What follows belongs to an exercise in optimizing a design on an open flow for small area, a short achievable clock period and few clock cycles per item; a production flow would make more cautious choices. Only simulation tests tie the RTL to the original design; equivalence was not proved.

## run A
Design dmme_top, start of the top module:
module dmme_top (
    input  logic  clk_in,
    input  logic  rst,
    input  logic  req,
    output logic  ack,
    input  dmme_data_pkg::elem_t a00,
    input  dmme_data_pkg::elem_t a01,
    input  dmme_data_pkg::elem_t a10,
    input  dmme_data_pkg::elem_t a11,
    input  dmme_data_pkg::elem_t b00,
    input  dmme_data_pkg::elem_t b01,
    input  dmme_data_pkg::elem_t b10,
    input  dmme_data_pkg::elem_t b11,
    output dmme_data_pkg::acc_t  c00,
    output dmme_data_pkg::acc_t  c01,
    output dmme_data_pkg::acc_t  c10,
    output dmme_data_pkg::acc_t  c11
);
    always_ff @(posedge clk_in or negedge rst) begin
        if (!rst) begin
            ack <= 1'b0;
        end else begin
            ack <= req;
        end
    end
    wire t00_n1, t00_n2;
    dmme_iha u_t00_n1 (.a(~(a00[0] & b00[6])), .b(~(a00[1] & b00[5])), .s(t00_n1), .co(t00_n2));
    wire t00_n3, t00_n4;
    dmme_fa u_t00_n3 (.a(~(a00[0] & b00[7])), .b(~(a00[1] & b00[6])), .c(~(a00[2] & b00[5])), .s(t00_n3), .co(t00_n4));
    wire t00_n5, t00_n6;
    dmme_fa u_t00_n5 (.a(~(a00[3] & b00[4])), .b(~(a00[4] & b00[3])), .c(~(a00[5] & b00[2])), .s(t00_n5), .co(t00_n6));
    wire t00_n7, t00_n8;
    dmme_fa u_t00_n7 (.a(~(a00[1] & b00[7])), .b(~(a00[2] & b00[6])), .c(~(a00[3] & b00[5])), .s(t00_n7), .co(t00_n8));
    wire t00_n9, t00_n10;
    dmme_iha u_t00_n9 (.a(~(a00[4] & b00[4])), .b(~(a00[5] & b00[3])), .s(t00_n9), .co(t00_n10));
    wire t00_n11, t00_n12;
    dmme_iha u_t00_n11 (.a(~(a00[2] & b00[7])), .b(~(a00[3] & b00[6])), .s(t00_n11), .co(t00_n12));
    wire t00_n13, t00_n14;
    dmme_iha u_t00_n13 (.a(~(a00[0] & b00[4])), .b(~(a00[1] & b00[3])), .s(t00_n13), .co(t00_n14));
    wire t00_n15, t00_n16;
    dmme_fa u_t00_n15 (.a(~(a00[0] & b00[5])), .b(~(a00[1] & b00[4])), .c(~(a00[2] & b00[3])), .s(t00_n15), .co(t00_n16));
    wire t00_n17, t00_n18;
    dmme_fa u_t00_n17 (.a(~(a00[3] & b00[2])), .b(~(a00[4] & b00[1])), .c(~(a00[5] & b00[0])), .s(t00_n17), .co(t00_n18));
  ...
For scale: about 1700 cells after synthesis, roughly 130 flip-flops, roughly 140 I/O pins, ~0.017 sq mm of cells after synthesis.
export LEC_CHECK = 0
export CAP_MARGIN = 20
export CORE_MARGIN = 2
export CORE_UTILIZATION = 40
export PLACE_DENSITY = 0.6
export SETUP_SLACK_MARGIN = 3.0
export SLEW_MARGIN = 20
export SYNTH_HIERARCHICAL = 1
export SYNTH_MINIMUM_KEEP_SIZE = 0
create_clock -name core_clock -period 7.0 [get_ports {clk_in}]
standard.sh (not shown) runs the stock make flow with config.mk's settings and CLKGATE_MAP_FILE= SYNTH_SCRIPT=/design/flow/synth_recipe.tcl, a recipe that flattens the netlist after the stock synthesis.
==> flow/flow/run.sh <==
#!/bin/bash
# The standard layout, with the resizer free to change a cell's footprint
# (the platform default restricts it to same-footprint swaps, which keeps the
# port buffers as delay cells).
bash standard.sh MATCH_CELL_FOOTPRINT=0 finish > standard.log 2>&1
Testbench counts of run A, summed over its fixed seeds: cycles 3,200, jobs 1,600.
For run B, these inputs were changed with respect to run A:
Settings: SETUP_SLACK_MARGIN now 3.2, was 3.0.
--- outcome ---
Higher worst setup slack was reported by run B, not run A.
For the maximum frequency, run B came in about 0.32% higher than run A did.
Run B vs run A: buffer count excluding the clock tree in the final layout up in run B
Global routing usage on met3 essentially unchanged between run A and run B.
Edits applied to the flow inputs when going from run B to run C:
Settings: SETUP_SLACK_MARGIN now 2.8, was 3.2.
Notes after the runs:
- Run C did not stop at any stage, and its layout met the timing, DRC and antenna checks.
- Looking at worst setup path startpoint, the t11_n142_q result is from run B; the b00[0] one comes from run C.
- Per the comparison of run C with run B, portion of the layout cell area used by clock cells went up by 0.33 points; number of clock-tree buffers in the layout now smaller; biggest fanout along the worst timing path now sits higher.
- Relative to run B, fraction of the core area covered by cells at the end of the flow has gone down in run C.

what the ideal ports hide:
Ports are ideal in the flow. The routed layouts listed here were re-timed in OpenROAD. Step 1, drivers: a clkbuf_16 drives clk_in and a buf_2 each remaining input, both assumed. Step 2 moves the port delays by t, midway between the first and last clock arrival at a register: inputs arrive t later, outputs are due t later. That takes back most of the time a late clock gives input paths. Three values: ideal ports, drivers, drivers and shift; two values: the first two.
run | shift t [ns] | setup WS [ns] | slew at the worst register clock pin (ns) | pins driven straight from the clock port
run A | 0.493 | 2.943 / 2.889 / 2.528 | 0.07 / 0.07 | 1
run B | 0.493 | 2.956 / 2.903 / 2.719 | 0.06 / 0.06 | 1
run C | 0.494 | 2.825 / 2.841 / 2.346 | 0.06 / 0.06 | 1
After both steps every run listed still meets setup and hold. For run C, which loses most, drivers alone change the setup slack by +0.016 ns; drivers and shift together by -0.479 ns.
